Source: an optimization exercise on an open RTL-to-GDS flow (aim: small area, a short achievable clock period and few clock cycles per item). Production flows keep margins and buffers that such runs may drop. At most, simulation tests tie the RTL to the original design; equivalence was not proved.

==> run B <==
==> flow/design.v <==
package mmu_pkg;
  typedef logic [39-1:0]    vaddr_t;
  typedef logic [56-1:0]    paddr_t;
  typedef logic [44-1:0]    ppn_t;
  typedef logic [39-13:0]   vpn_t;
  typedef enum logic [1:0] {
    PRIV_LVL_U = 2'b00,
    PRIV_LVL_S = 2'b01,
    PRIV_LVL_M = 2'b11
  } priv_lvl_t;
  typedef struct packed {
    logic [9:0] rsvd;
    ppn_t       ppn;
    logic [1:0] rsw;
    logic       d;
    logic       a;
    logic       g;
    logic       u;
    logic       x;
    logic       w;
    logic       r;
    logic       v;
  } pte_t;
  typedef struct packed {
    logic valid;
    vpn_t vpn;
    pte_t pte;
    logic is_2m;
    logic is_1g;
  } tlb_entry_t;
  typedef struct packed {
    logic hit;
    pte_t pte;
    logic is_2m;
    logic is_1g;
  } tlb_rsp_t;
  typedef enum logic [3:0] {
    EXC_INSTR_ACCESS_FAULT = 4'd1,
    EXC_INSTR_PAGE_FAULT   = 4'd12,
    EXC_LOAD_PAGE_FAULT    = 4'd13,
    EXC_STORE_PAGE_FAULT   = 4'd15
  } exc_cause_t;
  typedef struct packed {
    logic        valid;
    exc_cause_t  cause;
    logic [63:0] tval;
  } exc_t;
  typedef struct packed {
    logic   valid;
    vaddr_t vaddr;
  } walk_req_t;
  typedef struct packed {
    logic       done;
    logic       error;
    vaddr_t     vaddr;
    tlb_entry_t entry;
  } walk_rsp_t;
  typedef enum logic [1:0] {
    IDLE,
    READ,
    WAIT,
    DONE
  } ptw_state_t;
  function automatic paddr_t merge_paddr(ppn_t ppn, vaddr_t vaddr, logic is_2m, logic is_1g);
    paddr_t paddr;
    paddr = {ppn, vaddr[11:0]};
    if (is_2m) begin
      paddr[20:12] = vaddr[20:12];
    end
    if (is_1g) begin
      paddr[29:12] = vaddr[29:12];
    end
    merge_paddr = paddr;
  endfunction
endpackage
`timescale 1ns/100ps
module mmu_top (
  input  logic        clk_i,
  input  logic        rst_ni,
  input  logic        enable_translation_i,
  input  logic        flush_tlb_i,
  input  logic [43:0] satp_ppn_i,
  input  logic [1:0]  priv_lvl_i,
  input  logic [1:0]  ld_st_priv_lvl_i,
  input  logic        sum_i,
  input  logic        fetch_req_i,
  input  logic [38:0] fetch_vaddr_i,
  output logic        fetch_valid_o,
  output logic [55:0] fetch_paddr_o,
  output logic [68:0] fetch_exc_o,
  input  logic        lsu_req_i,
  input  logic        lsu_is_store_i,
  input  logic [38:0] lsu_vaddr_i,
  output logic        lsu_dtlb_hit_o,
  output logic [43:0] lsu_dtlb_ppn_o,
  output logic        lsu_valid_o,
  output logic [55:0] lsu_paddr_o,
  output logic [68:0] lsu_exc_o,
  output logic        mem_req_o,
  output logic [55:0] mem_addr_o,
  input  logic        mem_rvalid_i,
  input  logic [63:0] mem_rdata_i
);
  logic en;
  assign en = enable_translation_i;
  logic        t_v, t_id, t_k1, t_k0, t_fok, t_lok, t_sok;
  logic [26:0] t_vpn;
  logic [43:0] t_ppn;
  logic [26:0] f_vpn, l_vpn;
  logic        f_hit, l_hit;
  assign f_vpn = fetch_vaddr_i[38:12];
  assign l_vpn = lsu_vaddr_i[38:12];
  assign f_hit = t_v && (t_vpn[26:18] == f_vpn[26:18])
                 && (t_k1 || (t_vpn[17:9] == f_vpn[17:9]))
                 && (t_k0 || (t_vpn[8:0] == f_vpn[8:0]));
  assign l_hit = t_v && (t_vpn[26:18] == l_vpn[26:18])
                 && (t_k1 || (t_vpn[17:9] == l_vpn[17:9]))
                 && (t_k0 || (t_vpn[8:0] == l_vpn[8:0]));
  logic        busy_q;    
  logic        own_q;     
  logic [1:0]  lvl_q;     
  logic        arr, leaf, fault, done, cont, free;
  logic [38:0] w_va;
  logic        rd_v, rd_r, rd_w, rd_x, rd_u, rd_a, rd_d;
  logic [43:0] rd_ppn;
  assign rd_v   = mem_rdata_i[0];
  assign rd_r   = mem_rdata_i[1];
  assign rd_w   = mem_rdata_i[2];
  assign rd_x   = mem_rdata_i[3];
  assign rd_u   = mem_rdata_i[4];
  assign rd_a   = mem_rdata_i[6];
  assign rd_d   = mem_rdata_i[7];
  assign rd_ppn = mem_rdata_i[53:10];
  assign w_va = own_q ? lsu_vaddr_i : fetch_vaddr_i;
  assign leaf = rd_r || rd_x;
  assign arr  = busy_q && mem_rvalid_i;
  assign cont = arr && rd_v && !rd_r && !rd_w && !rd_x && (lvl_q != 2'd0);
  assign done = arr && !cont;
  assign free = !busy_q || done;
  always_comb begin
    fault = !rd_v || (rd_w && !rd_r);
    if (leaf) begin
      if (!rd_a) fault = 1'b1;
      if (lvl_q == 2'd2 && rd_ppn[17:0] != '0) fault = 1'b1;
      if (lvl_q == 2'd1 && rd_ppn[8:0] != '0) fault = 1'b1;
    end else if (lvl_q == 2'd0) begin
      fault = 1'b1;
    end
  end
  logic lv_q, lf_q, fill;
  assign fill    = done && !fault && !flush_tlb_i;
  logic covered;
  assign covered = done && leaf
                   && (fetch_vaddr_i[38:30] == lsu_vaddr_i[38:30])
                   && (lvl_q == 2'd2 || fetch_vaddr_i[29:21] == lsu_vaddr_i[29:21])
                   && (lvl_q != 2'd0 || fetch_vaddr_i[20:12] == lsu_vaddr_i[20:12]);
  logic l_sel, f_sel, l_go, f_go, start, canon;
  assign canon = (fetch_vaddr_i[38] == fetch_vaddr_i[37]);
  assign l_sel = lsu_req_i && en && !lv_q && !lf_q && !(busy_q && own_q);
  assign f_sel = fetch_req_i && en && canon && !(busy_q && !own_q);
  logic l_pri;
  assign l_pri = l_sel;
  assign l_go  = l_pri && !l_hit;
  assign f_go  = !l_pri && f_sel && !f_hit;
  assign start = free && !covered && (l_go || f_go);
  logic [8:0] s_idx, c_idx;
  assign s_idx = l_pri ? lsu_vaddr_i[38:30] : fetch_vaddr_i[38:30];
  assign c_idx = (lvl_q == 2'd2) ? w_va[29:21] : w_va[20:12];
  assign mem_req_o  = cont || start;
  assign mem_addr_o = cont ? {rd_ppn, c_idx, 3'b000} : {satp_ppn_i, s_idx, 3'b000};
  always_ff @(posedge clk_i or negedge rst_ni) begin
    if (!rst_ni) begin
      busy_q <= 1'b0;
    end else begin
      busy_q <= mem_req_o || (busy_q && !mem_rvalid_i);
    end
  end
  always_ff @(posedge clk_i) begin
    if (cont) begin
      lvl_q <= lvl_q - 2'd1;
    end else if (start) begin
      lvl_q <= 2'd2;
      own_q <= l_pri;
    end
  end
  logic        fw, lw;
  logic [43:0] f_ppn, l_ppn;
  logic        fw_flt, lw_flt;
  assign fw    = busy_q && !own_q && mem_rvalid_i;
  assign lw    = busy_q && own_q && mem_rvalid_i;
  assign f_ppn = {t_ppn[43:27],
                  t_ppn[26:18] | (f_vpn[26:18] & {9{t_id}}),
                  t_ppn[17:9]  | (f_vpn[17:9]  & {9{t_k1}}),
                  t_ppn[8:0]   | (f_vpn[8:0]   & {9{t_k0}})};
  assign l_ppn = {t_ppn[43:27],
                  t_ppn[26:18] | (l_vpn[26:18] & {9{t_id}}),
                  t_ppn[17:9]  | (l_vpn[17:9]  & {9{t_k1}}),
                  t_ppn[8:0]   | (l_vpn[8:0]   & {9{t_k0}})};
  logic w_fok, w_lok, w_sok, w_lpriv;
  assign w_fok   = rd_x && !((priv_lvl_i == 2'b00) && !rd_u) && !((priv_lvl_i == 2'b01) && rd_u);
  assign w_lpriv = !((ld_st_priv_lvl_i == 2'b01) && rd_u && !sum_i)
                   && !((ld_st_priv_lvl_i == 2'b00) && !rd_u);
  assign w_lok   = rd_r && w_lpriv;
  assign w_sok   = rd_w && rd_d && w_lpriv;
  assign fw_flt = (fw && fault) || !t_fok;
  assign lw_flt = (lw && fault) || (lsu_is_store_i ? !t_sok : !t_lok);
  assign lsu_dtlb_hit_o     = lsu_req_i && (!en || l_hit);
  assign lsu_dtlb_ppn_o     = l_ppn;
  always_ff @(posedge clk_i or negedge rst_ni) begin
    if (!rst_ni) begin
      lv_q <= 1'b0;
      lf_q <= 1'b0;
    end else begin
      lv_q <= lsu_dtlb_hit_o && !lsu_valid_o && !(fill && !covered);
      lf_q <= fill && own_q;
    end
  end
  assign lsu_valid_o        = lv_q || lf_q || (lw && fault);
  assign lsu_paddr_o        = {l_ppn, lsu_vaddr_i[11:0]};
  assign lsu_exc_o[68]      = en && lw_flt;
  assign lsu_exc_o[67:64]   = lsu_is_store_i ? 4'd15 : 4'd13;
  assign lsu_exc_o[63:0]    = {25'd0, lsu_vaddr_i};
  assign fetch_valid_o      = fetch_req_i && (!en || !canon || f_hit || (fw && fault));
  assign fetch_paddr_o      = {f_ppn, fetch_vaddr_i[11:0]};
  assign fetch_exc_o[68]    = en && (!canon || fw_flt);
  assign fetch_exc_o[67:64] = canon ? 4'd12 : 4'd1;
  assign fetch_exc_o[63:0]  = {25'd0, fetch_vaddr_i};
  always_ff @(posedge clk_i or negedge rst_ni) begin
    if (!rst_ni) begin
      t_v <= 1'b0;
    end else if (flush_tlb_i || !en || (!fetch_req_i && !lsu_req_i)) begin
      t_v <= 1'b0;
    end else if (fill) begin
      t_v <= 1'b1;
    end
  end
  always_ff @(posedge clk_i) begin
    t_id <= !en;
    if (!en) begin
      t_ppn <= '0;
      t_k1  <= 1'b1;
      t_k0  <= 1'b1;
    end else if (fill) begin
      t_ppn <= rd_ppn;
      t_k1  <= (lvl_q == 2'd2);
      t_k0  <= (lvl_q != 2'd0);
    end
    if (fill) begin
      t_vpn <= w_va[38:12];
      t_fok <= w_fok;
      t_lok <= w_lok;
      t_sok <= w_sok;
    end
  end
endmodule
==> flow/flow/run.sh <==
#!/bin/bash
# The standard layout, with the port buffers made from the smallest
# buffer cell instead of the delay cell buffer_ports picks by default, and
# the constant outputs left on synthesis's shared tie cells.
set -euo pipefail
export BUFFER_PORTS_ARGS="-buffer_cell sky130_fd_sc_hd__buf_1"
export SKIP_REPAIR_TIE_FANOUT=1
bash standard.sh finish > standard_flow.log 2>&1
==> flow/standard.sh <==
#!/bin/bash
# synth_recipe.tcl (not shown) runs the flow's synth.tcl, then flattens the netlist and writes it again
# the make line also repeats each setting of config.mk as NAME=value (left out here)
make -C /OpenROAD-flow-scripts/flow DESIGN_CONFIG=/design/flow/config.mk WORK_HOME=/design/flow/orfs CLKGATE_MAP_FILE= SYNTH_SCRIPT=/design/flow/synth_recipe.tcl "${@:-finish}"
==> flow/config.mk <==
export PLATFORM = sky130hd
export DESIGN_NAME = mmu_top
export DESIGN_NICKNAME = mmu_top
export VERILOG_FILES = /design/flow/design.v
export SDC_FILE = /design/flow/constraint.sdc
export NUM_CORES = 4
export LEC_CHECK = 0
export ABC_AREA = 1
export CAP_MARGIN = 20
export CORE_AREA = 2 2 193 193
export CTS_BUF_LIST = sky130_fd_sc_hd__clkbuf_8
export DIE_AREA = 0 0 195 195
export SETUP_SLACK_MARGIN = 3.9
export SLEW_MARGIN = 20
export TNS_END_PERCENT = 5
==> flow/constraint.sdc <==
create_clock -name core_clock -period 8.5 [get_ports {clk_i}]
set_input_delay 1.7000 -clock core_clock [delete_from_list [all_inputs] [get_ports {clk_i}]]
set_output_delay 1.7000 -clock core_clock [all_outputs]
set_load 0.01 [all_outputs]
==> inputs of run Y, as changes to run B <==
--- a/flow/design.v
+++ b/flow/design.v
@@ -105,3 +105,3 @@
   assign en = enable_translation_i;
-  logic        t_v, t_id, t_k1, t_k0, t_fok, t_lok, t_sok;
+  logic        t_v, t_g, t_m, t_r, t_w, t_x, t_u, t_d;
   logic [26:0] t_vpn;
@@ -113,7 +113,7 @@
   assign f_hit = t_v && (t_vpn[26:18] == f_vpn[26:18])
-                 && (t_k1 || (t_vpn[17:9] == f_vpn[17:9]))
-                 && (t_k0 || (t_vpn[8:0] == f_vpn[8:0]));
+                 && (t_g || (t_vpn[17:9] == f_vpn[17:9]))
+                 && (t_g || t_m || (t_vpn[8:0] == f_vpn[8:0]));
   assign l_hit = t_v && (t_vpn[26:18] == l_vpn[26:18])
-                 && (t_k1 || (t_vpn[17:9] == l_vpn[17:9]))
-                 && (t_k0 || (t_vpn[8:0] == l_vpn[8:0]));
+                 && (t_g || (t_vpn[17:9] == l_vpn[17:9]))
+                 && (t_g || t_m || (t_vpn[8:0] == l_vpn[8:0]));
   logic        busy_q;    
@@ -149,4 +149,6 @@
   end
-  logic lv_q, lf_q, fill;
-  assign fill    = done && !fault && !flush_tlb_i;
+  logic lv_q, l_keep, fill, side_ok;
+  assign l_keep  = lsu_req_i && l_hit && !lv_q;
+  assign side_ok = own_q ? (3 & 2) != 0 : (3 & 1) != 0;
+  assign fill    = done && !fault && !flush_tlb_i && !l_keep && side_ok;
   logic covered;
@@ -158,11 +160,9 @@
   assign canon = (fetch_vaddr_i[38] == fetch_vaddr_i[37]);
-  assign l_sel = lsu_req_i && en && !lv_q && !lf_q && !(busy_q && own_q);
+  assign l_sel = lsu_req_i && en && !lv_q && !(busy_q && own_q);
   assign f_sel = fetch_req_i && en && canon && !(busy_q && !own_q);
-  logic l_pri;
-  assign l_pri = l_sel;
-  assign l_go  = l_pri && !l_hit;
-  assign f_go  = !l_pri && f_sel && !f_hit;
+  assign l_go  = l_sel && !l_hit;
+  assign f_go  = !l_sel && f_sel && !f_hit;
   assign start = free && !covered && (l_go || f_go);
   logic [8:0] s_idx, c_idx;
-  assign s_idx = l_pri ? lsu_vaddr_i[38:30] : fetch_vaddr_i[38:30];
+  assign s_idx = l_sel ? lsu_vaddr_i[38:30] : fetch_vaddr_i[38:30];
   assign c_idx = (lvl_q == 2'd2) ? w_va[29:21] : w_va[20:12];
@@ -182,3 +182,3 @@
       lvl_q <= 2'd2;
-      own_q <= l_pri;
+      own_q <= l_sel;
     end
@@ -186,22 +186,32 @@
   logic        fw, lw;
-  logic [43:0] f_ppn, l_ppn;
-  logic        fw_flt, lw_flt;
+  logic [43:0] f_src, l_src, f_ppn, l_ppn;
+  logic        f_g, f_gm, l_g, l_gm;
+  logic        fw_flt, lw_flt, ft_flt, lt_flt;
   assign fw    = busy_q && !own_q && mem_rvalid_i;
   assign lw    = busy_q && own_q && mem_rvalid_i;
-  assign f_ppn = {t_ppn[43:27],
-                  t_ppn[26:18] | (f_vpn[26:18] & {9{t_id}}),
-                  t_ppn[17:9]  | (f_vpn[17:9]  & {9{t_k1}}),
-                  t_ppn[8:0]   | (f_vpn[8:0]   & {9{t_k0}})};
-  assign l_ppn = {t_ppn[43:27],
-                  t_ppn[26:18] | (l_vpn[26:18] & {9{t_id}}),
-                  t_ppn[17:9]  | (l_vpn[17:9]  & {9{t_k1}}),
-                  t_ppn[8:0]   | (l_vpn[8:0]   & {9{t_k0}})};
-  logic w_fok, w_lok, w_sok, w_lpriv;
-  assign w_fok   = rd_x && !((priv_lvl_i == 2'b00) && !rd_u) && !((priv_lvl_i == 2'b01) && rd_u);
-  assign w_lpriv = !((ld_st_priv_lvl_i == 2'b01) && rd_u && !sum_i)
-                   && !((ld_st_priv_lvl_i == 2'b00) && !rd_u);
-  assign w_lok   = rd_r && w_lpriv;
-  assign w_sok   = rd_w && rd_d && w_lpriv;
-  assign fw_flt = (fw && fault) || !t_fok;
-  assign lw_flt = (lw && fault) || (lsu_is_store_i ? !t_sok : !t_lok);
+  assign f_src = fw ? rd_ppn : t_ppn;
+  assign l_src = lw ? rd_ppn : t_ppn;
+  assign f_g   = fw ? (lvl_q == 2'd2) : t_g;
+  assign l_g   = lw ? (lvl_q == 2'd2) : t_g;
+  assign f_gm  = fw ? (lvl_q != 2'd0) : (t_g || t_m);
+  assign l_gm  = lw ? (lvl_q != 2'd0) : (t_g || t_m);
+  assign f_ppn = {f_src[43:27] & {17{en}},
+                  (f_src[26:18] & {9{en}}) | (f_vpn[26:18] & {9{!en}}),
+                  (f_src[17:9]  & {9{en}}) | (f_vpn[17:9]  & {9{!en || f_g}}),
+                  (f_src[8:0]   & {9{en}}) | (f_vpn[8:0]   & {9{!en || f_gm}})};
+  assign l_ppn = {l_src[43:27] & {17{en}},
+                  (l_src[26:18] & {9{en}}) | (l_vpn[26:18] & {9{!en}}),
+                  (l_src[17:9]  & {9{en}}) | (l_vpn[17:9]  & {9{!en || l_g}}),
+                  (l_src[8:0]   & {9{en}}) | (l_vpn[8:0]   & {9{!en || l_gm}})};
+  logic fx, fu, lr, lwd, lu;
+  assign fx  = fw ? rd_x : t_x;
+  assign fu  = fw ? rd_u : t_u;
+  assign lu  = lw ? rd_u : t_u;
+  assign lr  = lw ? rd_r : t_r;
+  assign lwd = lw ? (rd_w && rd_d) : (t_w && t_d);
+  assign fw_flt = (fw && fault) || !fx || ((priv_lvl_i == 2'b00) && !fu)
+                  || ((priv_lvl_i == 2'b01) && fu);
+  assign lw_flt = (lw && fault) || ((ld_st_priv_lvl_i == 2'b01) && lu && !sum_i)
+                  || ((ld_st_priv_lvl_i == 2'b00) && !lu)
+                  || (lsu_is_store_i ? !lwd : !lr);
   assign lsu_dtlb_hit_o     = lsu_req_i && (!en || l_hit);
@@ -211,9 +221,7 @@
       lv_q <= 1'b0;
-      lf_q <= 1'b0;
     end else begin
-      lv_q <= lsu_dtlb_hit_o && !lsu_valid_o && !(fill && !covered);
-      lf_q <= fill && own_q;
-    end
-  end
-  assign lsu_valid_o        = lv_q || lf_q || (lw && fault);
+      lv_q <= lsu_dtlb_hit_o && !lsu_valid_o;
+    end
+  end
+  assign lsu_valid_o        = lv_q || lw && !cont;
   assign lsu_paddr_o        = {l_ppn, lsu_vaddr_i[11:0]};
@@ -222,3 +230,3 @@
   assign lsu_exc_o[63:0]    = {25'd0, lsu_vaddr_i};
-  assign fetch_valid_o      = fetch_req_i && (!en || !canon || f_hit || (fw && fault));
+  assign fetch_valid_o      = fetch_req_i && (!en || !canon || f_hit || (fw && !cont));
   assign fetch_paddr_o      = {f_ppn, fetch_vaddr_i[11:0]};
@@ -230,3 +238,3 @@
       t_v <= 1'b0;
-    end else if (flush_tlb_i || !en || (!fetch_req_i && !lsu_req_i)) begin
+    end else if (flush_tlb_i) begin
       t_v <= 1'b0;
@@ -237,17 +245,12 @@
   always_ff @(posedge clk_i) begin
-    t_id <= !en;
-    if (!en) begin
-      t_ppn <= '0;
-      t_k1  <= 1'b1;
-      t_k0  <= 1'b1;
-    end else if (fill) begin
-      t_ppn <= rd_ppn;
-      t_k1  <= (lvl_q == 2'd2);
-      t_k0  <= (lvl_q != 2'd0);
-    end
     if (fill) begin
       t_vpn <= w_va[38:12];
-      t_fok <= w_fok;
-      t_lok <= w_lok;
-      t_sok <= w_sok;
+      t_ppn <= rd_ppn;
+      t_g   <= (lvl_q == 2'd2);
+      t_m   <= (lvl_q == 2'd1);
+      t_r   <= rd_r;
+      t_w   <= rd_w;
+      t_x   <= rd_x;
+      t_u   <= rd_u;
+      t_d   <= rd_d;
     end
==> flow/flow/run.sh (replaced) <==
#!/bin/bash
# The standard layout, with the port buffers made from the smallest
# buffer cell instead of the delay cell buffer_ports picks by default.
set -euo pipefail
export BUFFER_PORTS_ARGS="-buffer_cell sky130_fd_sc_hd__buf_1"
bash standard.sh finish > standard_flow.log 2>&1
- ABC_AREA: 1 -> default
- CTS_BUF_LIST: sky130_fd_sc_hd__clkbuf_8 -> default
- SETUP_SLACK_MARGIN: 3.9 -> default
- TNS_END_PERCENT: 5 -> default
==> impl_metrics.env <==
export IMPL_wl_met2_mm=18.15
export IMPL_viasPerCell=4.630
export IMPL_status="timing/DRC/antenna clean"
export IMPL_p_switching_uw=473.0
export IMPL_powerClk_uw=455
export IMPL_synth_cells=1041
-- figures above: run Y

==> impl_metrics.env <==
export IMPL_ys_flop_type="dfxtp_1"
export IMPL_wl_met2_mm=15.60
export IMPL_p_switching_uw=407.7
export IMPL_synth_cells=1158
export IMPL_viasPerCell=4.352
export IMPL_clock_sinks=84
export IMPL_synth_compound_area_share=0.1609
export IMPL_drc=0
export IMPL_status="timing/DRC/antenna clean"
-- figures above: run B

Testbench counts of run B, summed over its fixed seeds: cycles 85,496, items 23,040.
No functional check of the RTL was part of run Y.

-- what the ideal ports hide --
Ports are ideal in the flow. The routed layouts listed here were re-timed in OpenROAD. Step 1 (the two cells are an assumption about what drives the block):
set clk [get_ports {clk_i}]
set_driving_cell -lib_cell sky130_fd_sc_hd__clkbuf_16 $clk
set_driving_cell -lib_cell sky130_fd_sc_hd__buf_2 [delete_from_list [all_inputs] $clk]
Step 2 adds t to the input delays and takes it off the output delays; t is the mean of the earliest and latest rising clock arrival at the registers after step 1. Input paths then give back, and output paths get back, about the clock's delay inside the block. Slacks: no drivers / after step 1 / after step 2; pairs: no drivers / after step 1.
run | t, ns | slack for setup (ns) | worst setup path after step 2 | worst register clock-pin slew, ns | cell pins on the clock port's net
run B | 0.436 | 3.821 / 3.748 / 3.748 | input to output | 0.10 / 0.10 | 1
run Y | 0.400 | 2.602 / 2.578 / 2.578 | input to output | 0.08 / 0.08 | 1
After both steps setup and hold are still met in every run listed. The setup slack of run B, which loses most, moves by -0.073 ns with the drivers and by -0.073 ns with both steps.
